This design comes from an exercise in tuning for small area on the open sky130 flow, not from production work. Only simulation tests tie the RTL to the original design; equivalence was not proved. Power and IR drop assume default switching activity.

## design/flow/run.sh

```bash
#!/bin/bash
# synth_recipe.tcl (not shown) runs the flow's synth.tcl, then flattens the netlist and writes it again
# the make line also repeats each setting of config.mk as NAME=value (left out here)
make -C /OpenROAD-flow-scripts/flow DESIGN_CONFIG=/design/flow/config.mk WORK_HOME=/design/flow/orfs CLKGATE_MAP_FILE= SYNTH_SCRIPT=/design/flow/synth_recipe.tcl finish
```

## design/flow/config.mk

```make
export PLATFORM = sky130hd
export DESIGN_NAME = matmul_datapath
export DESIGN_NICKNAME = matmul_datapath
export VERILOG_FILES = /design/flow/design.v
export SDC_FILE = /design/flow/constraint.sdc
export NUM_CORES = 4
export LEC_CHECK = 0
export CAP_MARGIN = 20
export CORE_MARGIN = 2
export CORE_UTILIZATION = 40
export CTS_BUF_LIST = sky130_fd_sc_hd__clkbuf_4 sky130_fd_sc_hd__clkbuf_8
export SLEW_MARGIN = 20
```

## design/flow/constraint.sdc

```tcl
create_clock -name core_clock -period 10.0 [get_ports {clk}]
set_input_delay 2.0000 -clock core_clock [delete_from_list [all_inputs] [get_ports {clk}]]
set_output_delay 2.0000 -clock core_clock [all_outputs]
set_load 0.01 [all_outputs]
```

## design/flow/design.v

```verilog
`timescale 1ns/1ps
`default_nettype none
module dp_bram #(
  parameter int ADDR_W = 2,   
  parameter int DATA_W = 16   
) (
  input  wire logic              clk,
  input  wire logic              wr_en,     
  input  wire logic              wr_we,     
  input  wire logic [ADDR_W-1:0] wr_addr,
  input  wire logic [DATA_W-1:0] wr_wdata,
  output logic      [DATA_W-1:0] wr_rdata   
);
  localparam int DEPTH = 2 ** ADDR_W;
  logic [DATA_W-1:0] mem [DEPTH];
  always_ff @(posedge clk)
  begin
    if (wr_en)
    begin
      if (wr_we)
      begin
        mem[wr_addr] <= wr_wdata;
      end
      else
      begin
        wr_rdata <= mem[wr_addr];
      end
    end
  end
endmodule
`default_nettype wire
`timescale 1ns/1ps
`default_nettype none
module mac_pe (
  input  wire logic [15:0]   a,
  input  wire logic [15:0]   b,
  input  wire logic [33:0]   s_in,
  input  wire logic [1:0]    c_in,
  output logic      [33:0]   s_out,
  output logic      [1:0]    c_out
);
  logic [255:0] pp;  
  for (genvar i = 0; i < 16; i++) begin : g_pp
    assign pp[i*16 +: 16] = b & {16{a[i]}};
  end
  logic s1, c2, s3, c4, s5, c6, s7, c8, s9, c10, s11, c12, s13, c14, s15, c16;
  logic s17, c18, s19, c20, s21, c22, s23, c24, s25, c26, s27, c28, s29, c30, s31, c32;
  logic s33, c34, s35, c36, s37, c38, s39, c40, s41, c42, s43, c44, s45, c46, s47, c48;
  logic s49, c50, s51, c52, s53, c54, s55, c56, s57, c58, s59, c60, s61, c62, s63, c64;
  logic s65, c66, s67, c68, s69, c70, s71, c72, s73, c74, s75, c76, s77, c78, s79, c80;
  logic s81, c82, s83, c84, s85, c86, s87, c88, s89, c90, s91, c92, s93, c94, s95, c96;
  logic s97, c98, s99, c100, s101, c102, s103, c104, s105, c106, s107, c108, s109, c110, s111, c112;
  logic s113, c114, s115, c116, s117, c118, s119, c120, s121, c122, s123, c124, s125, c126, s127, c128;
  logic s129, c130, s131, c132, s133, c134, s135, c136, s137, c138, s139, c140, s141, c142, s143, c144;
  logic s145, c146, s147, c148, s149, c150, s151, c152, s153, c154, s155, c156, s157, c158, s159, c160;
  logic s161, c162, s163, c164, s165, c166, s167, c168, s169, c170, s171, c172, s173, c174, s175, c176;
  logic s177, c178, s179, c180, s181, c182, s183, c184, s185, c186, s187, c188, s189, c190, s191, c192;
  logic s193, c194, s195, c196, s197, c198, s199, c200, s201, c202, s203, c204, s205, c206, s207, c208;
  logic s209, c210, s211, c212, s213, c214, s215, c216, s217, c218, s219, c220, s221, c222, s223, c224;
  logic s225, c226, s227, c228, s229, c230, s231, c232, s233, c234, s235, c236, s237, c238, s239, c240;
  logic s241, c242, s243, c244, s245, c246, s247, c248, s249, c250, s251, c252, s253, c254, s255, c256;
  logic s257, c258, s259, c260, s261, c262, s263, c264, s265, c266, s267, c268, s269, c270, s271, c272;
  logic s273, c274, s275, c276, s277, c278, s279, c280, s281, c282, s283, c284, s285, c286, s287, c288;
  logic s289, c290, s291, c292, s293, c294, s295, c296, s297, c298, s299, c300, s301, c302, s303, c304;
  logic s305, c306, s307, c308, s309, c310, s311, c312, s313, c314, s315, c316, s317, c318, s319, c320;
  logic s321, c322, s323, c324, s325, c326, s327, c328, s329, c330, s331, c332, s333, c334, s335, c336;
  logic s337, c338, s339, c340, s341, c342, s343, c344, s345, c346, s347, c348, s349, c350, s351, c352;
  logic s353, c354, s355, c356, s357, c358, s359, c360, s361, c362, s363, c364, s365, c366, s367, c368;
  logic s369, c370, s371, c372, s373, c374, s375, c376, s377, c378, s379, c380, s381, c382, s383, c384;
  logic s385, c386, s387, c388, s389, c390, s391, c392, s393, c394, s395, c396, s397, c398, s399, c400;
  logic s401, c402, s403, c404, s405, c406, s407, c408, s409, c410, s411, c412, s413, c414, s415, c416;
  logic s417, c418, s419, c420, s421, c422, s423, c424, s425, c426, s427, c428, s429, c430, s431, c432;
  logic s433, c434, s435, c436, s437, c438, s439, c440, s441, c442, s443, c444, s445, c446, s447, c448;
  logic s449, c450, s451, c452, s453, c454, s455, c456, s457, c458, s459, c460, s461, c462, s463, c464;
  logic s465, c466, s467, c468, s469, c470, s471, c472, s473, c474, s475, c476, s477, c478, s479, c480;
  logic s481, c482, s483, c484, s485, c486, s487, c488, s489, c490, s491, c492, s493, c494, s495, c496;
  logic s497, c498, s499, c500, s501, c502, s503, c504, s505, c506, s507, c508, s509, c510, s511, c512;
  logic s513, c514, s515, c516, s517, c518, s519, c520, s521, c522, s523, c524, s525, c526, s527, c528;
  logic s529, c530, s531, c532, s533, c534, s535, c536, s537, c538, s539, c540, s541, c542, s543, c544;
  logic s545, c546, s547, c548, s549, c550, s551, c552, s553, c554, s555, c556, s557, c558, s559, c560;
  logic s561, c562, s563, c564, s565, c566;
  assign s1 = c_in[0] ^ pp[102] ^ pp[117];
  assign c2 = (c_in[0] & pp[102]) | (c_in[0] & pp[117]) | (pp[102] & pp[117]);
  assign s3 = pp[103] ^ pp[118] ^ pp[133];
  assign c4 = (pp[103] & pp[118]) | (pp[103] & pp[133]) | (pp[118] & pp[133]);
  assign s5 = pp[13] ^ pp[148];
  assign c6 = pp[13] & pp[148];
  assign s7 = pp[104] ^ pp[119] ^ pp[134];
  assign c8 = (pp[104] & pp[119]) | (pp[104] & pp[134]) | (pp[119] & pp[134]);
  assign s9 = pp[149] ^ pp[14] ^ pp[164];
  assign c10 = (pp[149] & pp[14]) | (pp[149] & pp[164]) | (pp[14] & pp[164]);
  assign s11 = pp[179] ^ pp[194];
  assign c12 = pp[179] & pp[194];
  assign s13 = pp[105] ^ pp[120] ^ pp[135];
  assign c14 = (pp[105] & pp[120]) | (pp[105] & pp[135]) | (pp[120] & pp[135]);
  assign s15 = pp[150] ^ pp[15] ^ pp[165];
  assign c16 = (pp[150] & pp[15]) | (pp[150] & pp[165]) | (pp[15] & pp[165]);
  assign s17 = pp[180] ^ pp[195] ^ pp[210];
  assign c18 = (pp[180] & pp[195]) | (pp[180] & pp[210]) | (pp[195] & pp[210]);
  assign s19 = pp[225] ^ pp[240];
  assign c20 = pp[225] & pp[240];
  assign s21 = pp[106] ^ pp[121] ^ pp[136];
  assign c22 = (pp[106] & pp[121]) | (pp[106] & pp[136]) | (pp[121] & pp[136]);
  assign s23 = pp[151] ^ pp[166] ^ pp[181];
  assign c24 = (pp[151] & pp[166]) | (pp[151] & pp[181]) | (pp[166] & pp[181]);
  assign s25 = pp[196] ^ pp[211] ^ pp[226];
  assign c26 = (pp[196] & pp[211]) | (pp[196] & pp[226]) | (pp[211] & pp[226]);
  assign s27 = pp[241] ^ pp[31];
  assign c28 = pp[241] & pp[31];
  assign s29 = pp[107] ^ pp[122] ^ pp[137];
  assign c30 = (pp[107] & pp[122]) | (pp[107] & pp[137]) | (pp[122] & pp[137]);
  assign s31 = pp[152] ^ pp[167] ^ pp[182];
  assign c32 = (pp[152] & pp[167]) | (pp[152] & pp[182]) | (pp[167] & pp[182]);
  assign s33 = pp[197] ^ pp[212] ^ pp[227];
  assign c34 = (pp[197] & pp[212]) | (pp[197] & pp[227]) | (pp[212] & pp[227]);
  assign s35 = pp[108] ^ pp[123] ^ pp[138];
  assign c36 = (pp[108] & pp[123]) | (pp[108] & pp[138]) | (pp[123] & pp[138]);
  assign s37 = pp[153] ^ pp[168] ^ pp[183];
  assign c38 = (pp[153] & pp[168]) | (pp[153] & pp[183]) | (pp[168] & pp[183]);
  assign s39 = pp[109] ^ pp[124] ^ pp[139];
  assign c40 = (pp[109] & pp[124]) | (pp[109] & pp[139]) | (pp[124] & pp[139]);
  assign s41 = pp[113] ^ pp[128];
  assign c42 = pp[113] & pp[128];
  assign s43 = pp[114] ^ pp[129] ^ pp[144];
  assign c44 = (pp[114] & pp[129]) | (pp[114] & pp[144]) | (pp[129] & pp[144]);
  assign s45 = pp[24] ^ pp[39];
  assign c46 = pp[24] & pp[39];
  assign s47 = pp[100] ^ pp[10] ^ pp[115];
  assign c48 = (pp[100] & pp[10]) | (pp[100] & pp[115]) | (pp[10] & pp[115]);
  assign s49 = pp[130] ^ pp[145] ^ pp[160];
  assign c50 = (pp[130] & pp[145]) | (pp[130] & pp[160]) | (pp[145] & pp[160]);
  assign s51 = pp[25] ^ pp[40];
  assign c52 = pp[25] & pp[40];
  assign s53 = pp[101] ^ pp[116] ^ pp[11];
  assign c54 = (pp[101] & pp[116]) | (pp[101] & pp[11]) | (pp[116] & pp[11]);
  assign s55 = pp[131] ^ pp[146] ^ pp[161];
  assign c56 = (pp[131] & pp[146]) | (pp[131] & pp[161]) | (pp[146] & pp[161]);
  assign s57 = pp[176] ^ pp[26] ^ pp[41];
  assign c58 = (pp[176] & pp[26]) | (pp[176] & pp[41]) | (pp[26] & pp[41]);
  assign s59 = pp[56] ^ pp[71];
  assign c60 = pp[56] & pp[71];
  assign s61 = pp[12] ^ pp[132] ^ pp[147];
  assign c62 = (pp[12] & pp[132]) | (pp[12] & pp[147]) | (pp[132] & pp[147]);
  assign s63 = pp[162] ^ pp[177] ^ pp[192];
  assign c64 = (pp[162] & pp[177]) | (pp[162] & pp[192]) | (pp[177] & pp[192]);
  assign s65 = pp[27] ^ pp[42] ^ pp[57];
  assign c66 = (pp[27] & pp[42]) | (pp[27] & pp[57]) | (pp[42] & pp[57]);
  assign s67 = pp[72] ^ pp[87] ^ s_in[12];
  assign c68 = (pp[72] & pp[87]) | (pp[72] & s_in[12]) | (pp[87] & s_in[12]);
  assign s69 = pp[163] ^ pp[178] ^ pp[193];
  assign c70 = (pp[163] & pp[178]) | (pp[163] & pp[193]) | (pp[178] & pp[193]);
  assign s71 = pp[208] ^ pp[28] ^ pp[43];
  assign c72 = (pp[208] & pp[28]) | (pp[208] & pp[43]) | (pp[28] & pp[43]);
  assign s73 = pp[58] ^ pp[73] ^ pp[88];
  assign c74 = (pp[58] & pp[73]) | (pp[58] & pp[88]) | (pp[73] & pp[88]);
  assign s75 = s_in[13] ^ s5 ^ c2;
  assign c76 = (s_in[13] & s5) | (s_in[13] & c2) | (s5 & c2);
  assign s77 = pp[209] ^ pp[224] ^ pp[29];
  assign c78 = (pp[209] & pp[224]) | (pp[209] & pp[29]) | (pp[224] & pp[29]);
  assign s79 = pp[44] ^ pp[59] ^ pp[74];
  assign c80 = (pp[44] & pp[59]) | (pp[44] & pp[74]) | (pp[59] & pp[74]);
  assign s81 = pp[89] ^ s_in[14] ^ c6;
  assign c82 = (pp[89] & s_in[14]) | (pp[89] & c6) | (s_in[14] & c6);
  assign s83 = s11 ^ c4 ^ s7;
  assign c84 = (s11 & c4) | (s11 & s7) | (c4 & s7);
  assign s85 = pp[30] ^ pp[45] ^ pp[60];
  assign c86 = (pp[30] & pp[45]) | (pp[30] & pp[60]) | (pp[45] & pp[60]);
  assign s87 = pp[75] ^ pp[90] ^ s_in[15];
  assign c88 = (pp[75] & pp[90]) | (pp[75] & s_in[15]) | (pp[90] & s_in[15]);
  assign s89 = c12 ^ s19 ^ c10;
  assign c90 = (c12 & s19) | (c12 & c10) | (s19 & c10);
  assign s91 = c8 ^ s13 ^ s15;
  assign c92 = (c8 & s13) | (c8 & s15) | (s13 & s15);
  assign s93 = pp[46] ^ pp[61] ^ pp[76];
  assign c94 = (pp[46] & pp[61]) | (pp[46] & pp[76]) | (pp[61] & pp[76]);
  assign s95 = pp[91] ^ s_in[16] ^ c20;
  assign c96 = (pp[91] & s_in[16]) | (pp[91] & c20) | (s_in[16] & c20);
  assign s97 = s27 ^ c14 ^ c16;
  assign c98 = (s27 & c14) | (s27 & c16) | (c14 & c16);
  assign s99 = c18 ^ s21 ^ s23;
  assign c100 = (c18 & s21) | (c18 & s23) | (s21 & s23);
  assign s101 = pp[242] ^ pp[47] ^ pp[62];
  assign c102 = (pp[242] & pp[47]) | (pp[242] & pp[62]) | (pp[47] & pp[62]);
  assign s103 = pp[77] ^ pp[92] ^ s_in[17];
  assign c104 = (pp[77] & pp[92]) | (pp[77] & s_in[17]) | (pp[92] & s_in[17]);
  assign s105 = c28 ^ c22 ^ c24;
  assign c106 = (c28 & c22) | (c28 & c24) | (c22 & c24);
  assign s107 = c26 ^ s29 ^ s31;
  assign c108 = (c26 & s29) | (c26 & s31) | (s29 & s31);
  assign s109 = pp[198] ^ pp[213] ^ pp[228];
  assign c110 = (pp[198] & pp[213]) | (pp[198] & pp[228]) | (pp[213] & pp[228]);
  assign s111 = pp[243] ^ pp[63] ^ pp[78];
  assign c112 = (pp[243] & pp[63]) | (pp[243] & pp[78]) | (pp[63] & pp[78]);
  assign s113 = pp[93] ^ s_in[18] ^ c30;
  assign c114 = (pp[93] & s_in[18]) | (pp[93] & c30) | (s_in[18] & c30);
  assign s115 = c32 ^ c34 ^ s35;
  assign c116 = (c32 & c34) | (c32 & s35) | (c34 & s35);
  assign s117 = pp[154] ^ pp[169] ^ pp[184];
  assign c118 = (pp[154] & pp[169]) | (pp[154] & pp[184]) | (pp[169] & pp[184]);
  assign s119 = pp[199] ^ pp[214] ^ pp[229];
  assign c120 = (pp[199] & pp[214]) | (pp[199] & pp[229]) | (pp[214] & pp[229]);
  assign s121 = pp[244] ^ pp[79] ^ pp[94];
  assign c122 = (pp[244] & pp[79]) | (pp[244] & pp[94]) | (pp[79] & pp[94]);
  assign s123 = s_in[19] ^ c36 ^ c38;
  assign c124 = (s_in[19] & c36) | (s_in[19] & c38) | (c36 & c38);
  assign s125 = pp[110] ^ pp[125] ^ pp[140];
  assign c126 = (pp[110] & pp[125]) | (pp[110] & pp[140]) | (pp[125] & pp[140]);
  assign s127 = pp[155] ^ pp[170] ^ pp[185];
  assign c128 = (pp[155] & pp[170]) | (pp[155] & pp[185]) | (pp[170] & pp[185]);
  assign s129 = pp[200] ^ pp[215] ^ pp[230];
  assign c130 = (pp[200] & pp[215]) | (pp[200] & pp[230]) | (pp[215] & pp[230]);
  assign s131 = pp[245] ^ pp[95] ^ s_in[20];
  assign c132 = (pp[245] & pp[95]) | (pp[245] & s_in[20]) | (pp[95] & s_in[20]);
  assign s133 = pp[111] ^ pp[126] ^ pp[141];
  assign c134 = (pp[111] & pp[126]) | (pp[111] & pp[141]) | (pp[126] & pp[141]);
  assign s135 = pp[156] ^ pp[171] ^ pp[186];
  assign c136 = (pp[156] & pp[171]) | (pp[156] & pp[186]) | (pp[171] & pp[186]);
  assign s137 = pp[201] ^ pp[216] ^ pp[231];
  assign c138 = (pp[201] & pp[216]) | (pp[201] & pp[231]) | (pp[216] & pp[231]);
  assign s139 = pp[127] ^ pp[142] ^ pp[157];
  assign c140 = (pp[127] & pp[142]) | (pp[127] & pp[157]) | (pp[142] & pp[157]);
  assign s141 = pp[172] ^ pp[187] ^ pp[202];
  assign c142 = (pp[172] & pp[187]) | (pp[172] & pp[202]) | (pp[187] & pp[202]);
  assign s143 = c_in[1] ^ pp[143] ^ pp[158];
  assign c144 = (c_in[1] & pp[143]) | (c_in[1] & pp[158]) | (pp[143] & pp[158]);
  assign s145 = pp[173] ^ pp[188];
  assign c146 = pp[173] & pp[188];
  assign s147 = pp[159] ^ pp[174];
  assign c148 = pp[159] & pp[174];
  assign s149 = pp[20] ^ pp[35];
  assign c150 = pp[20] & pp[35];
  assign s151 = pp[21] ^ pp[36] ^ pp[51];
  assign c152 = (pp[21] & pp[36]) | (pp[21] & pp[51]) | (pp[36] & pp[51]);
  assign s153 = pp[66] ^ pp[6];
  assign c154 = pp[66] & pp[6];
  assign s155 = pp[112] ^ pp[22] ^ pp[37];
  assign c156 = (pp[112] & pp[22]) | (pp[112] & pp[37]) | (pp[22] & pp[37]);
  assign s157 = pp[52] ^ pp[67] ^ pp[7];
  assign c158 = (pp[52] & pp[67]) | (pp[52] & pp[7]) | (pp[67] & pp[7]);
  assign s159 = pp[82] ^ pp[97];
  assign c160 = pp[82] & pp[97];
  assign s161 = pp[23] ^ pp[38] ^ pp[53];
  assign c162 = (pp[23] & pp[38]) | (pp[23] & pp[53]) | (pp[38] & pp[53]);
  assign s163 = pp[68] ^ pp[83] ^ pp[8];
  assign c164 = (pp[68] & pp[83]) | (pp[68] & pp[8]) | (pp[83] & pp[8]);
  assign s165 = pp[98] ^ s_in[8] ^ s41;
  assign c166 = (pp[98] & s_in[8]) | (pp[98] & s41) | (s_in[8] & s41);
  assign s167 = pp[54] ^ pp[69] ^ pp[84];
  assign c168 = (pp[54] & pp[69]) | (pp[54] & pp[84]) | (pp[69] & pp[84]);
  assign s169 = pp[99] ^ pp[9] ^ s_in[9];
  assign c170 = (pp[99] & pp[9]) | (pp[99] & s_in[9]) | (pp[9] & s_in[9]);
  assign s171 = c42 ^ s45 ^ s43;
  assign c172 = (c42 & s45) | (c42 & s43) | (s45 & s43);
  assign s173 = pp[55] ^ pp[70] ^ pp[85];
  assign c174 = (pp[55] & pp[70]) | (pp[55] & pp[85]) | (pp[70] & pp[85]);
  assign s175 = s_in[10] ^ c46 ^ s51;
  assign c176 = (s_in[10] & c46) | (s_in[10] & s51) | (c46 & s51);
  assign s177 = c44 ^ s47 ^ s49;
  assign c178 = (c44 & s47) | (c44 & s49) | (s47 & s49);
  assign s179 = pp[86] ^ s_in[11] ^ c52;
  assign c180 = (pp[86] & s_in[11]) | (pp[86] & c52) | (s_in[11] & c52);
  assign s181 = s59 ^ c48 ^ c50;
  assign c182 = (s59 & c48) | (s59 & c50) | (c48 & c50);
  assign s183 = s53 ^ s55 ^ s57;
  assign c184 = (s53 & s55) | (s53 & s57) | (s55 & s57);
  assign s185 = c60 ^ c54 ^ c56;
  assign c186 = (c60 & c54) | (c60 & c56) | (c54 & c56);
  assign s187 = c58 ^ s1 ^ s61;
  assign c188 = (c58 & s1) | (c58 & s61) | (s1 & s61);
  assign s189 = s63 ^ s65 ^ s67;
  assign c190 = (s63 & s65) | (s63 & s67) | (s65 & s67);
  assign s191 = c62 ^ c64 ^ c66;
  assign c192 = (c62 & c64) | (c62 & c66) | (c64 & c66);
  assign s193 = c68 ^ s3 ^ s69;
  assign c194 = (c68 & s3) | (c68 & s69) | (s3 & s69);
  assign s195 = s71 ^ s73 ^ s75;
  assign c196 = (s71 & s73) | (s71 & s75) | (s73 & s75);
  assign s197 = c70 ^ c72 ^ c74;
  assign c198 = (c70 & c72) | (c70 & c74) | (c72 & c74);
  assign s199 = s77 ^ s79 ^ s9;
  assign c200 = (s77 & s79) | (s77 & s9) | (s79 & s9);
  assign s201 = c76 ^ s81 ^ s83;
  assign c202 = (c76 & s81) | (c76 & s83) | (s81 & s83);
  assign s203 = c78 ^ c80 ^ s17;
  assign c204 = (c78 & c80) | (c78 & s17) | (c80 & s17);
  assign s205 = s85 ^ s87 ^ c82;
  assign c206 = (s85 & s87) | (s85 & c82) | (s87 & c82);
  assign s207 = c84 ^ s89 ^ s91;
  assign c208 = (c84 & s89) | (c84 & s91) | (s89 & s91);
  assign s209 = c86 ^ c88 ^ s25;
  assign c210 = (c86 & c88) | (c86 & s25) | (c88 & s25);
  assign s211 = s93 ^ c90 ^ s95;
  assign c212 = (s93 & c90) | (s93 & s95) | (c90 & s95);
  assign s213 = c92 ^ s97 ^ s99;
  assign c214 = (c92 & s97) | (c92 & s99) | (s97 & s99);
  assign s215 = c94 ^ s101 ^ s103;
  assign c216 = (c94 & s101) | (c94 & s103) | (s101 & s103);
  assign s217 = s33 ^ c96 ^ c98;
  assign c218 = (s33 & c96) | (s33 & c98) | (c96 & c98);
  assign s219 = c100 ^ s105 ^ s107;
  assign c220 = (c100 & s105) | (c100 & s107) | (s105 & s107);
  assign s221 = c102 ^ c104 ^ s109;
  assign c222 = (c102 & c104) | (c102 & s109) | (c104 & s109);
  assign s223 = s111 ^ s37 ^ c106;
  assign c224 = (s111 & s37) | (s111 & c106) | (s37 & c106);
  assign s225 = c108 ^ s113 ^ s115;
  assign c226 = (c108 & s113) | (c108 & s115) | (s113 & s115);
  assign s227 = c110 ^ c112 ^ s117;
  assign c228 = (c110 & c112) | (c110 & s117) | (c112 & s117);
  assign s229 = s119 ^ s121 ^ s39;
  assign c230 = (s119 & s121) | (s119 & s39) | (s121 & s39);
  assign s231 = c114 ^ c116 ^ s123;
  assign c232 = (c114 & c116) | (c114 & s123) | (c116 & s123);
  assign s233 = c118 ^ c120 ^ c122;
  assign c234 = (c118 & c120) | (c118 & c122) | (c120 & c122);
  assign s235 = c40 ^ s125 ^ s127;
  assign c236 = (c40 & s125) | (c40 & s127) | (s125 & s127);
  assign s237 = s129 ^ s131 ^ c124;
  assign c238 = (s129 & s131) | (s129 & c124) | (s131 & c124);
  assign s239 = pp[246] ^ s_in[21] ^ c126;
  assign c240 = (pp[246] & s_in[21]) | (pp[246] & c126) | (s_in[21] & c126);
  assign s241 = c128 ^ c130 ^ c132;
  assign c242 = (c128 & c130) | (c128 & c132) | (c130 & c132);
  assign s243 = s133 ^ s135 ^ s137;
  assign c244 = (s133 & s135) | (s133 & s137) | (s135 & s137);
  assign s245 = pp[217] ^ pp[232] ^ pp[247];
  assign c246 = (pp[217] & pp[232]) | (pp[217] & pp[247]) | (pp[232] & pp[247]);
  assign s247 = s_in[22] ^ c134 ^ c136;
  assign c248 = (s_in[22] & c134) | (s_in[22] & c136) | (c134 & c136);
  assign s249 = c138 ^ s139 ^ s141;
  assign c250 = (c138 & s139) | (c138 & s141) | (s139 & s141);
  assign s251 = pp[203] ^ pp[218] ^ pp[233];
  assign c252 = (pp[203] & pp[218]) | (pp[203] & pp[233]) | (pp[218] & pp[233]);
  assign s253 = pp[248] ^ s_in[23] ^ s145;
  assign c254 = (pp[248] & s_in[23]) | (pp[248] & s145) | (s_in[23] & s145);
  assign s255 = c140 ^ c142 ^ s143;
  assign c256 = (c140 & c142) | (c140 & s143) | (c142 & s143);
  assign s257 = pp[189] ^ pp[204] ^ pp[219];
  assign c258 = (pp[189] & pp[204]) | (pp[189] & pp[219]) | (pp[204] & pp[219]);
  assign s259 = pp[234] ^ pp[249] ^ s_in[24];
  assign c260 = (pp[234] & pp[249]) | (pp[234] & s_in[24]) | (pp[249] & s_in[24]);
  assign s261 = c146 ^ s147 ^ c144;
  assign c262 = (c146 & s147) | (c146 & c144) | (s147 & c144);
  assign s263 = pp[175] ^ pp[190] ^ pp[205];
  assign c264 = (pp[175] & pp[190]) | (pp[175] & pp[205]) | (pp[190] & pp[205]);
  assign s265 = pp[220] ^ pp[235] ^ pp[250];
  assign c266 = (pp[220] & pp[235]) | (pp[220] & pp[250]) | (pp[235] & pp[250]);
  assign s267 = s_in[25] ^ c148;
  assign c268 = s_in[25] & c148;
  assign s269 = pp[191] ^ pp[206] ^ pp[221];
  assign c270 = (pp[191] & pp[206]) | (pp[191] & pp[221]) | (pp[206] & pp[221]);
  assign s271 = pp[236] ^ pp[251];
  assign c272 = pp[236] & pp[251];
  assign s273 = pp[207] ^ pp[222];
  assign c274 = pp[207] & pp[222];
  assign s275 = pp[18] ^ pp[33];
  assign c276 = pp[18] & pp[33];
  assign s277 = pp[19] ^ pp[34] ^ pp[49];
  assign c278 = (pp[19] & pp[34]) | (pp[19] & pp[49]) | (pp[34] & pp[49]);
  assign s279 = pp[4] ^ pp[64];
  assign c280 = pp[4] & pp[64];
  assign s281 = pp[50] ^ pp[5] ^ pp[65];
  assign c282 = (pp[50] & pp[5]) | (pp[50] & pp[65]) | (pp[5] & pp[65]);
  assign s283 = pp[80] ^ s_in[5] ^ s149;
  assign c284 = (pp[80] & s_in[5]) | (pp[80] & s149) | (s_in[5] & s149);
  assign s285 = pp[81] ^ pp[96] ^ s_in[6];
  assign c286 = (pp[81] & pp[96]) | (pp[81] & s_in[6]) | (pp[96] & s_in[6]);
  assign s287 = c150 ^ s153 ^ s151;
  assign c288 = (c150 & s153) | (c150 & s151) | (s153 & s151);
  assign s289 = s_in[7] ^ c154 ^ s159;
  assign c290 = (s_in[7] & c154) | (s_in[7] & s159) | (c154 & s159);
  assign s291 = c152 ^ s155 ^ s157;
  assign c292 = (c152 & s155) | (c152 & s157) | (s155 & s157);
  assign s293 = c160 ^ c156 ^ c158;
  assign c294 = (c160 & c156) | (c160 & c158) | (c156 & c158);
  assign s295 = s161 ^ s163 ^ s165;
  assign c296 = (s161 & s163) | (s161 & s165) | (s163 & s165);
  assign s297 = c162 ^ c164 ^ s167;
  assign c298 = (c162 & c164) | (c162 & s167) | (c164 & s167);
  assign s299 = s169 ^ c166 ^ s171;
  assign c300 = (s169 & c166) | (s169 & s171) | (c166 & s171);
  assign s301 = c168 ^ c170 ^ s173;
  assign c302 = (c168 & c170) | (c168 & s173) | (c170 & s173);
  assign s303 = s175 ^ c172 ^ s177;
  assign c304 = (s175 & c172) | (s175 & s177) | (c172 & s177);
  assign s305 = c174 ^ c176 ^ s179;
  assign c306 = (c174 & c176) | (c174 & s179) | (c176 & s179);
  assign s307 = c178 ^ s181 ^ s183;
  assign c308 = (c178 & s181) | (c178 & s183) | (s181 & s183);
  assign s309 = c180 ^ c182 ^ c184;
  assign c310 = (c180 & c182) | (c180 & c184) | (c182 & c184);
  assign s311 = s185 ^ s187 ^ s189;
  assign c312 = (s185 & s187) | (s185 & s189) | (s187 & s189);
  assign s313 = c186 ^ c188 ^ c190;
  assign c314 = (c186 & c188) | (c186 & c190) | (c188 & c190);
  assign s315 = s191 ^ s193 ^ s195;
  assign c316 = (s191 & s193) | (s191 & s195) | (s193 & s195);
  assign s317 = c192 ^ c194 ^ s197;
  assign c318 = (c192 & c194) | (c192 & s197) | (c194 & s197);
  assign s319 = s199 ^ c196 ^ s201;
  assign c320 = (s199 & c196) | (s199 & s201) | (c196 & s201);
  assign s321 = c198 ^ c200 ^ s203;
  assign c322 = (c198 & c200) | (c198 & s203) | (c200 & s203);
  assign s323 = s205 ^ c202 ^ s207;
  assign c324 = (s205 & c202) | (s205 & s207) | (c202 & s207);
  assign s325 = c204 ^ c206 ^ s209;
  assign c326 = (c204 & c206) | (c204 & s209) | (c206 & s209);
  assign s327 = s211 ^ c208 ^ s213;
  assign c328 = (s211 & c208) | (s211 & s213) | (c208 & s213);
  assign s329 = c210 ^ s215 ^ c212;
  assign c330 = (c210 & s215) | (c210 & c212) | (s215 & c212);
  assign s331 = s217 ^ c214 ^ s219;
  assign c332 = (s217 & c214) | (s217 & s219) | (c214 & s219);
  assign s333 = c216 ^ c218 ^ s221;
  assign c334 = (c216 & c218) | (c216 & s221) | (c218 & s221);
  assign s335 = s223 ^ c220 ^ s225;
  assign c336 = (s223 & c220) | (s223 & s225) | (c220 & s225);
  assign s337 = c222 ^ c224 ^ s227;
  assign c338 = (c222 & c224) | (c222 & s227) | (c224 & s227);
  assign s339 = s229 ^ c226 ^ s231;
  assign c340 = (s229 & c226) | (s229 & s231) | (c226 & s231);
  assign s341 = c228 ^ c230 ^ s233;
  assign c342 = (c228 & c230) | (c228 & s233) | (c230 & s233);
  assign s343 = s235 ^ s237 ^ c232;
  assign c344 = (s235 & s237) | (s235 & c232) | (s237 & c232);
  assign s345 = c234 ^ c236 ^ s239;
  assign c346 = (c234 & c236) | (c234 & s239) | (c236 & s239);
  assign s347 = s241 ^ c238 ^ s243;
  assign c348 = (s241 & c238) | (s241 & s243) | (c238 & s243);
  assign s349 = s245 ^ c240 ^ c242;
  assign c350 = (s245 & c240) | (s245 & c242) | (c240 & c242);
  assign s351 = c244 ^ s247 ^ s249;
  assign c352 = (c244 & s247) | (c244 & s249) | (s247 & s249);
  assign s353 = c246 ^ s251 ^ c248;
  assign c354 = (c246 & s251) | (c246 & c248) | (s251 & c248);
  assign s355 = s253 ^ c250 ^ s255;
  assign c356 = (s253 & c250) | (s253 & s255) | (c250 & s255);
  assign s357 = c252 ^ s257 ^ s259;
  assign c358 = (c252 & s257) | (c252 & s259) | (s257 & s259);
  assign s359 = c254 ^ c256 ^ s261;
  assign c360 = (c254 & c256) | (c254 & s261) | (c256 & s261);
  assign s361 = c258 ^ c260 ^ s263;
  assign c362 = (c258 & c260) | (c258 & s263) | (c260 & s263);
  assign s363 = s265 ^ s267 ^ c262;
  assign c364 = (s265 & s267) | (s265 & c262) | (s267 & c262);
  assign s365 = s_in[26] ^ s271 ^ c264;
  assign c366 = (s_in[26] & s271) | (s_in[26] & c264) | (s271 & c264);
  assign s367 = c266 ^ c268 ^ s269;
  assign c368 = (c266 & c268) | (c266 & s269) | (c268 & s269);
  assign s369 = pp[237] ^ pp[252] ^ s_in[27];
  assign c370 = (pp[237] & pp[252]) | (pp[237] & s_in[27]) | (pp[252] & s_in[27]);
  assign s371 = c272 ^ s273 ^ c270;
  assign c372 = (c272 & s273) | (c272 & c270) | (s273 & c270);
  assign s373 = pp[223] ^ pp[238] ^ pp[253];
  assign c374 = (pp[223] & pp[238]) | (pp[223] & pp[253]) | (pp[238] & pp[253]);
  assign s375 = s_in[28] ^ c274;
  assign c376 = s_in[28] & c274;
  assign s377 = pp[239] ^ pp[254];
  assign c378 = pp[239] & pp[254];
  assign s379 = pp[17] ^ pp[2];
  assign c380 = pp[17] & pp[2];
  assign s381 = pp[3] ^ pp[48] ^ s_in[3];
  assign c382 = (pp[3] & pp[48]) | (pp[3] & s_in[3]) | (pp[48] & s_in[3]);
  assign s383 = s_in[4] ^ c276 ^ s279;
  assign c384 = (s_in[4] & c276) | (s_in[4] & s279) | (c276 & s279);
  assign s385 = c280 ^ c278 ^ s281;
  assign c386 = (c280 & c278) | (c280 & s281) | (c278 & s281);
  assign s387 = c282 ^ s285 ^ c284;
  assign c388 = (c282 & s285) | (c282 & c284) | (s285 & c284);
  assign s389 = c286 ^ s289 ^ c288;
  assign c390 = (c286 & s289) | (c286 & c288) | (s289 & c288);
  assign s391 = c290 ^ c292 ^ s293;
  assign c392 = (c290 & c292) | (c290 & s293) | (c292 & s293);
  assign s393 = c294 ^ s297 ^ c296;
  assign c394 = (c294 & s297) | (c294 & c296) | (s297 & c296);
  assign s395 = c298 ^ s301 ^ c300;
  assign c396 = (c298 & s301) | (c298 & c300) | (s301 & c300);
  assign s397 = c302 ^ s305 ^ c304;
  assign c398 = (c302 & s305) | (c302 & c304) | (s305 & c304);
  assign s399 = c306 ^ c308 ^ s309;
  assign c400 = (c306 & c308) | (c306 & s309) | (c308 & s309);
  assign s401 = c310 ^ c312 ^ s313;
  assign c402 = (c310 & c312) | (c310 & s313) | (c312 & s313);
  assign s403 = c314 ^ s317 ^ c316;
  assign c404 = (c314 & s317) | (c314 & c316) | (s317 & c316);
  assign s405 = c318 ^ s321 ^ c320;
  assign c406 = (c318 & s321) | (c318 & c320) | (s321 & c320);
  assign s407 = c322 ^ s325 ^ c324;
  assign c408 = (c322 & s325) | (c322 & c324) | (s325 & c324);
  assign s409 = c326 ^ s329 ^ c328;
  assign c410 = (c326 & s329) | (c326 & c328) | (s329 & c328);
  assign s411 = c330 ^ s333 ^ c332;
  assign c412 = (c330 & s333) | (c330 & c332) | (s333 & c332);
  assign s413 = c334 ^ s337 ^ s339;
  assign c414 = (c334 & s337) | (c334 & s339) | (s337 & s339);
  assign s415 = c338 ^ s341 ^ c340;
  assign c416 = (c338 & s341) | (c338 & c340) | (s341 & c340);
  assign s417 = c342 ^ s345 ^ c344;
  assign c418 = (c342 & s345) | (c342 & c344) | (s345 & c344);
  assign s419 = s349 ^ c346 ^ c348;
  assign c420 = (s349 & c346) | (s349 & c348) | (c346 & c348);
  assign s421 = c350 ^ s353 ^ c352;
  assign c422 = (c350 & s353) | (c350 & c352) | (s353 & c352);
  assign s423 = c354 ^ s357 ^ c356;
  assign c424 = (c354 & s357) | (c354 & c356) | (s357 & c356);
  assign s425 = c358 ^ s361 ^ s363;
  assign c426 = (c358 & s361) | (c358 & s363) | (s361 & s363);
  assign s427 = c362 ^ s365 ^ c364;
  assign c428 = (c362 & s365) | (c362 & c364) | (s365 & c364);
  assign s429 = s369 ^ c366 ^ c368;
  assign c430 = (s369 & c366) | (s369 & c368) | (c366 & c368);
  assign s431 = c370 ^ s373 ^ s375;
  assign c432 = (c370 & s373) | (c370 & s375) | (s373 & s375);
  assign s433 = s_in[29] ^ s377 ^ c374;
  assign c434 = (s_in[29] & s377) | (s_in[29] & c374) | (s377 & c374);
  assign s435 = pp[255] ^ s_in[30];
  assign c436 = pp[255] & s_in[30];
  assign s437 = pp[16] ^ pp[1];
  assign c438 = pp[16] & pp[1];
  assign s439 = pp[32] ^ s_in[2] ^ s379;
  assign c440 = (pp[32] & s_in[2]) | (pp[32] & s379) | (s_in[2] & s379);
  assign s441 = c380 ^ s275 ^ s381;
  assign c442 = (c380 & s275) | (c380 & s381) | (s275 & s381);
  assign s443 = c382 ^ s277 ^ s383;
  assign c444 = (c382 & s277) | (c382 & s383) | (s277 & s383);
  assign s445 = c384 ^ s283 ^ s385;
  assign c446 = (c384 & s283) | (c384 & s385) | (s283 & s385);
  assign s447 = c386 ^ s287 ^ s387;
  assign c448 = (c386 & s287) | (c386 & s387) | (s287 & s387);
  assign s449 = c388 ^ s291 ^ s389;
  assign c450 = (c388 & s291) | (c388 & s389) | (s291 & s389);
  assign s451 = c390 ^ s295 ^ s391;
  assign c452 = (c390 & s295) | (c390 & s391) | (s295 & s391);
  assign s453 = c392 ^ s299 ^ s393;
  assign c454 = (c392 & s299) | (c392 & s393) | (s299 & s393);
  assign s455 = c394 ^ s303 ^ s395;
  assign c456 = (c394 & s303) | (c394 & s395) | (s303 & s395);
  assign s457 = s307 ^ c396 ^ s397;
  assign c458 = (s307 & c396) | (s307 & s397) | (c396 & s397);
  assign s459 = s311 ^ c398 ^ s399;
  assign c460 = (s311 & c398) | (s311 & s399) | (c398 & s399);
  assign s461 = c400 ^ s315 ^ s401;
  assign c462 = (c400 & s315) | (c400 & s401) | (s315 & s401);
  assign s463 = c402 ^ s319 ^ s403;
  assign c464 = (c402 & s319) | (c402 & s403) | (s319 & s403);
  assign s465 = c404 ^ s323 ^ s405;
  assign c466 = (c404 & s323) | (c404 & s405) | (s323 & s405);
  assign s467 = s327 ^ c406 ^ s407;
  assign c468 = (s327 & c406) | (s327 & s407) | (c406 & s407);
  assign s469 = s331 ^ c408 ^ s409;
  assign c470 = (s331 & c408) | (s331 & s409) | (c408 & s409);
  assign s471 = s335 ^ c410 ^ s411;
  assign c472 = (s335 & c410) | (s335 & s411) | (c410 & s411);
  assign s473 = c336 ^ c412 ^ s413;
  assign c474 = (c336 & c412) | (c336 & s413) | (c412 & s413);
  assign s475 = s343 ^ c414 ^ s415;
  assign c476 = (s343 & c414) | (s343 & s415) | (c414 & s415);
  assign s477 = s347 ^ c416 ^ s417;
  assign c478 = (s347 & c416) | (s347 & s417) | (c416 & s417);
  assign s479 = s351 ^ c418 ^ s419;
  assign c480 = (s351 & c418) | (s351 & s419) | (c418 & s419);
  assign s481 = s355 ^ c420 ^ s421;
  assign c482 = (s355 & c420) | (s355 & s421) | (c420 & s421);
  assign s483 = s359 ^ c422 ^ s423;
  assign c484 = (s359 & c422) | (s359 & s423) | (c422 & s423);
  assign s485 = c360 ^ s425 ^ c424;
  assign c486 = (c360 & s425) | (c360 & c424) | (s425 & c424);
  assign s487 = s367 ^ c426 ^ s427;
  assign c488 = (s367 & c426) | (s367 & s427) | (c426 & s427);
  assign s489 = s371 ^ c428 ^ s429;
  assign c490 = (s371 & c428) | (s371 & s429) | (c428 & s429);
  assign s491 = c372 ^ s431 ^ c430;
  assign c492 = (c372 & s431) | (c372 & c430) | (s431 & c430);
  assign s493 = c376 ^ c432 ^ s433;
  assign c494 = (c376 & c432) | (c376 & s433) | (c432 & s433);
  assign s495 = c378 ^ s435 ^ c434;
  assign c496 = (c378 & s435) | (c378 & c434) | (s435 & c434);
  assign s497 = s_in[31] ^ c436;
  assign c498 = s_in[31] & c436;
  assign s499 = pp[0] ^ s_in[0];
  assign c500 = pp[0] & s_in[0];
  assign s501 = s437 ^ s_in[1] ^ c500;
  assign c502 = (s437 & s_in[1]) | (s437 & c500) | (s_in[1] & c500);
  assign s503 = c438 ^ s439 ^ c502;
  assign c504 = (c438 & s439) | (c438 & c502) | (s439 & c502);
  assign s505 = c440 ^ s441 ^ c504;
  assign c506 = (c440 & s441) | (c440 & c504) | (s441 & c504);
  assign s507 = c442 ^ s443 ^ c506;
  assign c508 = (c442 & s443) | (c442 & c506) | (s443 & c506);
  assign s509 = c444 ^ s445 ^ c508;
  assign c510 = (c444 & s445) | (c444 & c508) | (s445 & c508);
  assign s511 = c446 ^ s447 ^ c510;
  assign c512 = (c446 & s447) | (c446 & c510) | (s447 & c510);
  assign s513 = c448 ^ s449 ^ c512;
  assign c514 = (c448 & s449) | (c448 & c512) | (s449 & c512);
  assign s515 = c450 ^ s451 ^ c514;
  assign c516 = (c450 & s451) | (c450 & c514) | (s451 & c514);
  assign s517 = c452 ^ s453 ^ c516;
  assign c518 = (c452 & s453) | (c452 & c516) | (s453 & c516);
  assign s519 = c454 ^ s455 ^ c518;
  assign c520 = (c454 & s455) | (c454 & c518) | (s455 & c518);
  assign s521 = c456 ^ s457 ^ c520;
  assign c522 = (c456 & s457) | (c456 & c520) | (s457 & c520);
  assign s523 = c458 ^ s459;
  assign c524 = c458 & s459;
  assign s525 = c460 ^ s461 ^ c524;
  assign c526 = (c460 & s461) | (c460 & c524) | (s461 & c524);
  assign s527 = c462 ^ s463 ^ c526;
  assign c528 = (c462 & s463) | (c462 & c526) | (s463 & c526);
  assign s529 = c464 ^ s465 ^ c528;
  assign c530 = (c464 & s465) | (c464 & c528) | (s465 & c528);
  assign s531 = c466 ^ s467 ^ c530;
  assign c532 = (c466 & s467) | (c466 & c530) | (s467 & c530);
  assign s533 = c468 ^ s469 ^ c532;
  assign c534 = (c468 & s469) | (c468 & c532) | (s469 & c532);
  assign s535 = c470 ^ s471 ^ c534;
  assign c536 = (c470 & s471) | (c470 & c534) | (s471 & c534);
  assign s537 = c472 ^ s473 ^ c536;
  assign c538 = (c472 & s473) | (c472 & c536) | (s473 & c536);
  assign s539 = c474 ^ s475 ^ c538;
  assign c540 = (c474 & s475) | (c474 & c538) | (s475 & c538);
  assign s541 = c476 ^ s477 ^ c540;
  assign c542 = (c476 & s477) | (c476 & c540) | (s477 & c540);
  assign s543 = c478 ^ s479 ^ c542;
  assign c544 = (c478 & s479) | (c478 & c542) | (s479 & c542);
  assign s545 = c480 ^ s481;
  assign c546 = c480 & s481;
  assign s547 = c482 ^ s483 ^ c546;
  assign c548 = (c482 & s483) | (c482 & c546) | (s483 & c546);
  assign s549 = c484 ^ s485 ^ c548;
  assign c550 = (c484 & s485) | (c484 & c548) | (s485 & c548);
  assign s551 = c486 ^ s487 ^ c550;
  assign c552 = (c486 & s487) | (c486 & c550) | (s487 & c550);
  assign s553 = c488 ^ s489 ^ c552;
  assign c554 = (c488 & s489) | (c488 & c552) | (s489 & c552);
  assign s555 = c490 ^ s491 ^ c554;
  assign c556 = (c490 & s491) | (c490 & c554) | (s491 & c554);
  assign s557 = c492 ^ s493 ^ c556;
  assign c558 = (c492 & s493) | (c492 & c556) | (s493 & c556);
  assign s559 = c494 ^ s495 ^ c558;
  assign c560 = (c494 & s495) | (c494 & c558) | (s495 & c558);
  assign s561 = c496 ^ s497 ^ c560;
  assign c562 = (c496 & s497) | (c496 & c560) | (s497 & c560);
  assign s563 = c498 ^ s_in[32] ^ c562;
  assign c564 = (c498 & s_in[32]) | (c498 & c562) | (s_in[32] & c562);
  assign s565 = s_in[33] ^ c564;
  assign c566 = s_in[33] & c564;
  assign s_out[0] = s499;
  assign s_out[1] = s501;
  assign s_out[2] = s503;
  assign s_out[3] = s505;
  assign s_out[4] = s507;
  assign s_out[5] = s509;
  assign s_out[6] = s511;
  assign s_out[7] = s513;
  assign s_out[8] = s515;
  assign s_out[9] = s517;
  assign s_out[10] = s519;
  assign s_out[11] = s521;
  assign s_out[12] = s523;
  assign s_out[13] = s525;
  assign s_out[14] = s527;
  assign s_out[15] = s529;
  assign s_out[16] = s531;
  assign s_out[17] = s533;
  assign s_out[18] = s535;
  assign s_out[19] = s537;
  assign s_out[20] = s539;
  assign s_out[21] = s541;
  assign s_out[22] = s543;
  assign s_out[23] = s545;
  assign s_out[24] = s547;
  assign s_out[25] = s549;
  assign s_out[26] = s551;
  assign s_out[27] = s553;
  assign s_out[28] = s555;
  assign s_out[29] = s557;
  assign s_out[30] = s559;
  assign s_out[31] = s561;
  assign s_out[32] = s563;
  assign s_out[33] = s565;
  assign c_out[0] = c522;
  assign c_out[1] = c544;
endmodule
`default_nettype wire
`timescale 1ns/1ps
`default_nettype none
module pe_array (
  input  wire logic                                   clk,
  input  wire logic                                   clr_n,
  input  wire logic                                   start,    
  input  wire logic                                   valid,
  input  wire logic                                   last,
  input  wire logic [3*16-1:0]        a_rd,     
  input  wire logic [3*16-1:0]        b_rd,     
  output logic [3*3*(2 * 16 + 2)-1:0]      sums,     
  output logic [3*3*2-1:0]     carries,  
  output logic                                        zero,     
  output logic                                        done
);
  localparam int DW = 16;
  localparam int AW = (2 * 16 + 2);
  localparam int NS = 2;
  logic rz;     
  logic clr_s;  
  always_ff @(posedge clk or negedge clr_n)
  begin
    if (!clr_n)
    begin
      rz   <= 1'b1;
      done <= 1'b0;
    end
    else
    begin
      rz   <= 1'b0;
      done <= valid & last;
    end
  end
  assign zero  = rz;
  assign clr_s = rz | (valid & start);
  logic [DW-1:0] a_g [3];
  for (genvar r = 0; r < 3; r++)
  begin : g_gate
    assign a_g[r] = a_rd[(r % 3)*DW +: DW] & {DW{valid}};
  end
  for (genvar r = 0; r < 3; r++)
  begin : g_row
    for (genvar c = 0; c < 3; c++)
    begin : g_col
      localparam int I = r * 3 + c;
      logic [AW-1:0] sum_q, sum_d;
      logic [NS-1:0] cy_q, cy_d;
      mac_pe u_pe (
        .a     (a_g[r]),
        .b     (b_rd[(c % 3)*DW +: DW]),
        .s_in  (sum_q & {AW{~clr_s}}),
        .c_in  (cy_q & {NS{~clr_s}}),
        .s_out (sum_d),
        .c_out (cy_d)
      );
      always_ff @(posedge clk)
      begin
        sum_q <= sum_d;
        cy_q  <= cy_d;
      end
      assign sums[I*AW +: AW] = sum_q;
      assign carries[I*NS +: NS] = cy_q;
    end
  end
endmodule
`default_nettype wire
`timescale 1ns/1ps
`default_nettype none
module result_buffer (
  input  wire logic                                 clk,
  input  wire logic                                 clr_n,
  input  wire logic                                 capture,     
  input  wire logic                                 clear,       
  input  wire logic                                 c_wr,        
  input  wire logic [3:0]                           drain_idx,   
  input  wire logic [3*3*(2 * 16 + 2)-1:0] sums,
  input  wire logic [3*3*2-1:0] carries,  
  input  wire logic                                 zero,        
  output logic      [(2 * 16 + 2)-1:0]                 drain_data,  
  output logic                                      valid        
);
  localparam int AW   = (2 * 16 + 2);
  localparam int N_PE = 3 * 3;
  localparam int NS   = 2;
  localparam logic [3:0] LAST_IDX = 4'(N_PE - 1);
  logic [AW-1:0]   entry [N_PE];  
  logic [N_PE*NS-1:0] ecy;        
  logic            ez;            
  always_ff @(posedge clk or negedge clr_n)
  begin
    if (!clr_n)
    begin
      ez    <= 1'b1;
      valid <= 1'b0;
    end
    else if (clear)
    begin
      ez    <= 1'b1;
      valid <= 1'b0;
    end
    else if (capture)
    begin
      ez    <= zero;
      valid <= 1'b1;
    end
    else if (valid & c_wr & (drain_idx == LAST_IDX))
    begin
      valid <= 1'b0;
    end
  end
  always_ff @(posedge clk)
  begin
    if (capture)
    begin
      for (int i = 0; i < N_PE; i++) entry[i] <= sums[i*AW +: AW];
      ecy <= carries;
    end
  end
  logic [AW-1:0] sel_s;
  logic [NS-1:0] sel_c;
  always_comb
  begin
    sel_s = '0;
    sel_c = '0;
    for (int i = 0; i < N_PE; i++)
    begin
      if (drain_idx == 4'(i))
      begin
        sel_s = entry[i];
        sel_c = ecy[i*NS +: NS];
      end
    end
  end
  localparam int K0 = 12;
  localparam int K1 = 23;
  logic [K1-K0-1:0] mid;
  logic             mid_cy;
  logic [AW-K1-1:0] hi;
  assign {mid_cy, mid} = {1'b0, sel_s[K1-1:K0]} + (K1-K0+1)'(sel_c[0]);
  assign hi            = sel_s[AW-1:K1] + (AW-K1)'(sel_c[1]) + (AW-K1)'(mid_cy);
  assign drain_data    = ez ? '0 : {hi, mid, sel_s[K0-1:0]};
endmodule
`default_nettype wire
`timescale 1ns/1ps
`default_nettype none
module matmul_datapath (
  input  wire logic                                  clk,
  input  wire logic                                  clr_n,
  input  wire logic [2:0]                            a_en,
  input  wire logic [2:0]                            a_we,
  input  wire logic [5:0]                            a_addr,
  input  wire logic [47:0]                           a_din,
  input  wire logic [2:0]                            b_en,
  input  wire logic [2:0]                            b_we,
  input  wire logic [5:0]                            b_addr,
  input  wire logic [47:0]                           b_din,
  input  wire logic                                  pe_start,
  input  wire logic                                  pe_valid,  
  input  wire logic                                  pe_last,
  input  wire logic                                  capture,
  input  wire logic                                  buf_clear,
  input  wire logic                                  c_wr,
  input  wire logic [3:0]                            c_addr,
  input  wire logic [3:0]                            drain_idx,
  input  wire logic                                  rd_en,
  input  wire logic [3:0]                            rd_addr,
  output logic      [33:0]                           dout_c,
  output logic      [8:0]                            pe_done,
  output logic                                       buf_valid
);
  localparam int DW  = 16;
  localparam int AW  = (2 * 16 + 2);
  localparam int NPE = 3 * 3;
  logic [3*DW-1:0] a_rd;        
  logic [3*DW-1:0] b_rd;        
  logic [NPE*AW-1:0]       pe_sums;     
  logic [NPE*2-1:0] pe_cys;     
  logic                    pe_zero;     
  logic                    done;        
  logic [AW-1:0]           drain_data;  
  for (genvar g = 0; g < 3; g++)
  begin : g_bank
    dp_bram #(.ADDR_W(2), .DATA_W(DW)) u_a_bank (
      .clk      (clk),
      .wr_en    (a_en[g]),
      .wr_we    (a_we[g]),
      .wr_addr  (a_addr[g*2 +: 2]),
      .wr_wdata (a_din[g*DW +: DW]),
      .wr_rdata (a_rd[g*DW +: DW])
    );
    dp_bram #(.ADDR_W(2), .DATA_W(DW)) u_b_bank (
      .clk      (clk),
      .wr_en    (b_en[g]),
      .wr_we    (b_we[g]),
      .wr_addr  (b_addr[g*2 +: 2]),
      .wr_wdata (b_din[g*DW +: DW]),
      .wr_rdata (b_rd[g*DW +: DW])
    );
  end
  pe_array u_pe_array (
    .clk     (clk),
    .clr_n   (clr_n),
    .start   (pe_start),
    .valid   (pe_valid),
    .last    (pe_last),
    .a_rd    (a_rd),
    .b_rd    (b_rd),
    .sums    (pe_sums),
    .carries (pe_cys),
    .zero    (pe_zero),
    .done    (done)
  );
  assign pe_done = {NPE{done}};
  result_buffer u_result_buffer (
    .clk        (clk),
    .clr_n      (clr_n),
    .capture    (capture),
    .clear      (buf_clear),
    .c_wr       (c_wr),
    .drain_idx  (drain_idx),
    .sums       (pe_sums),
    .carries    (pe_cys),
    .zero       (pe_zero),
    .drain_data (drain_data),
    .valid      (buf_valid)
  );
  logic [AW-1:0] c_mem [16];
  always_ff @(posedge clk)
  begin
    if (c_wr)
    begin
      c_mem[c_addr] <= drain_data;
    end
    if (rd_en)
    begin
      dout_c <= c_mem[rd_addr];  
    end
  end
endmodule
`default_nettype wire
```

==> run notes <==
cell families after synthesis:
group,count (synthesis)
other,1
AOI/OAI and AO/OA,201
and+or+nand+nor,2925
adders and majority gates,2542
muxes,331
xor gates and xnor gates,13
buffers and inverters,3137
DFF,1710
flip-flops by register name (all words and copies together) (netlist names), 18 cells and up:
signal,flops
c_mem,544
u_pe_array.g_row.g_col.sum_q,306
u_result_buffer.entry,306
g_bank.u_a_bank.mem,192
g_bank.u_b_bank.mem,192
g_bank.u_a_bank.wr_rdata,48
g_bank.u_b_bank.wr_rdata,48
dout_c,34
u_pe_array.g_row.g_col.cy_q,18
u_result_buffer.ecy,18
through the flow:
step / hold slack (ps) / total power [W] / area (µm²) / cells
floorplan: 400 / 0.0162 / 133000 / 10900
global placement: 406 / 0.0193 / 141000 / 15000
detailed placement: 406 / 0.0196 / 141000 / 15000
CTS: 395 / 0.0266 / 147000 / 15500
global route: 399 / 0.0283 / 147000 / 15500
finish: 413 / 0.0264 / 147000 / 15500
final timing paths:
kind | to | slack (ps) | cells past startpoint
worst max-delay path | u_pe_array.g_row[0].g_col[1].sum_q[33] | 1280 | 26
worst min-delay path | u_result_buffer.entry[6][7] | 410 | 0
worst max register to register | u_pe_array.g_row[1].g_col[2].sum_q[33] | 1930 | 26
worst min register to register | u_result_buffer.entry[6][7] | 410 | 0
max in group asynchronous | u_pe_array.rz | 8590 | 1
min in group asynchronous | u_pe_array.done | 1170 | 1
power by group:
| group | internal [W] | switching (W) |
|---|---|---|
| sequential | 0.00916 | 0.000846 |
| clock | 0.00372 | 0.00316 |
| combinational | 0.00396 | 0.00558 |
cells in the mapped netlist (20+ instances only):
| cell type | n |
|---|---|
| inv_1 | 2332 |
| fa_1 | 2296 |
| and3_1 | 1531 |
| edfxtp_1 | 1382 |
| nand2_1 | 966 |
| clkbuf_1 | 737 |
| dfxtp_1 | 324 |
| mux4_2 | 280 |
| ha_1 | 246 |
| and2_1 | 230 |
| nor2_1 | 66 |
| a21oi_1 | 59 |
| mux2i_1 | 43 |
| nor3_1 | 31 |
| o21ai_0 | 29 |
| buf_2 | 20 |
critical path, cell delays in order:
cell	delay, ps
buf_8	400
buf_12	270
buf_4	450
buf_4	360
and3_1	240
fa_1	440
inv_1	80
fa_1	430
fa_1	390
fa_1	490
inv_1	50
fa_1	420
inv_1	80
fa_1	170
inv_1	50
fa_1	350
inv_1	80
fa_1	170
inv_1	50
fa_1	380
fa_1	400
fa_1	400
fa_1	400
fa_1	400
fa_1	390
xnor2_1	130
layer usage:
layer	vias to the layer above	track usage, %	routed length, µm
li1	34500	-	-
met3	1313	6.72	47400
met5	-	0	139
met2	5169	40.0	194000
met4	18	12.8	24600
met1	45300	32.8	161000
final cells by class:
type | count | area, µm² | share of cell area [%]
antenna | 23 | 57.6 | 0.0390
clock inverter | 112 | 1020 | 0.694
timing repair buffer | 567 | 5360 | 3.64
clock buffer | 424 | 5210 | 3.53
sequential | 1710 | 48100 | 32.6
multi-input combinational | 6013 | 73400 | 49.8
inverter | 2334 | 8760 | 5.94
tap | 4366 | 5460 | 3.71
==> run notes <==
status=finished clean; crit path launch type=primary input; pre-CTS setup slack=390 ps; prevailing post-synth register cell=edfxtp_1; Post CTS Setup Buffer Count=0; vias in the first global route=94800; xor and xnor fraction of the mapped netlist area=0.0854%; 1st-pass router iterations=5; FMAX=0.115 GHz; clk buf depth=4; pin count of the biggest net entering global routing=116; shortest period the worst path allows=8720 ps; Seq/Total Area, Yosys=36.1%; clock sinks=1710; per-cell routed wire length=27.5 µm; LEAKAGE=65.8 nW; port buffer count=184; Die Y=581 µm; Post-Synthesis Cell Area=0.133 mm²; initial antenna violation count=50; Residual DRC=0; min-delay worst type=reg2reg; H-tree depth=5; share of cells above drive strength 1=11.3%; Core Util, Final=44.5%; max-cap violations=0; Critical Path AT=9620 ps; DIE AREA=0.338 mm²; vias per cell=5.55; crit-path max FO=66; CP endpoint kind=register; Fill cells=30100; leading cell type in the layout, fill and taps excluded=inv_1; total global routing overflow=0; top cell type by total area after synthesis=fa_1; Final nets=13600; Setup Skew=79.3 ps; Post-Synth Simple-Gate Area=11.9%; Final Slew Violations=0; main combinational cell family by area after synthesis=adder cells; Post-Synth Adder-Cell Area=36.8%; worst min-delay path startpoint=u_pe_array.g_row[2].g_col[0].sum_q[7]; DR iter-0 viols=9411; CTS buffer count=305; via count=86300; pwr dens=179 mW/mm²; Core ar.=0.331 mm²; RSZ-0062 raised after global routing=no; #FFs+latches synth=1710; Synth area leaders=fa_1 34%, edfxtp_1 31%, and3_1 7.2%; Peak VDD IR=126 µV; CTS tree=yes; Distinct cells, synth=85; slew margin rel.=18.0%; cell count after synthesis=10900; Final HPWL DP=291 mm; Clk pin slew, worst setup/hold paths=90 ps; remaining antenna violation count=0; mux share of post-synthesis cell area=5.12%; most frequent cells in the layout=2332 x inv_1, 2296 x fa_1, 1531 x and3_1; Final Wtd Congestion=0.927; post-route clock period utilization=87.2%; Post-Syn Area per Cell=12.3 µm²; YS warnings=7; # hold bufs at CTS=0; fin worst setup slack=1280 ps; first-pass GRT wire length=630 mm; DIE WIDTH=581 µm; post-synthesis compound-gate area fraction=1.03%; Hold Fails Final Rpt=0; drt total wl=427 mm; top-area cell type share of the netlist area=34.5%; Worst Tran Pin Value=1230 ps; critical path required time=10900 ps; Initial Util=40.3%; setup TNS=0 ps; post-cts resize count=0; Total GRT Usage=25.5%; Syn Nets=13500; RR Startpoint=g_bank[2].u_b_bank.wr_rdata[12]; ys async rst share=0.234%; clock root cell=clkbuf_8; I/O pins=185; Setup crit start=pe_valid; Clk Latency, worst-skew pair=1070 ps; number of synthesized flops with an enable pin=1382; critical path class=in2reg; final setup fails=0; Syn-to-layout area delta=10.6%; row count=211

## afterwards: timing with drivers on the ports
The results above use ideal ports. As a check the final layout listed here was re-extracted and re-timed, cells and wires unchanged.
Step 1 assumes that a clkbuf_16 drives the clock port and a buf_2 every other input.
Step 2, shift: input delay + t, output delay - t, t = (earliest + latest rising clock arrival at the registers) / 2. This alone moves slack from input paths to output paths.
Slacks: ideal / step 1 / step 2; pairs: ideal / step 1.
shift t [ns]: 1.125
setup slack, ns: 1.281 / 1.324 / 0.200
worst hold slack (ns): 0.413 / 0.413 / 0.413
cell pins on the clock port's net: 1
After both steps setup and hold are still met in this run. For this run, drivers alone change the setup slack by +0.043 ns; drivers and shift together by -1.081 ns.
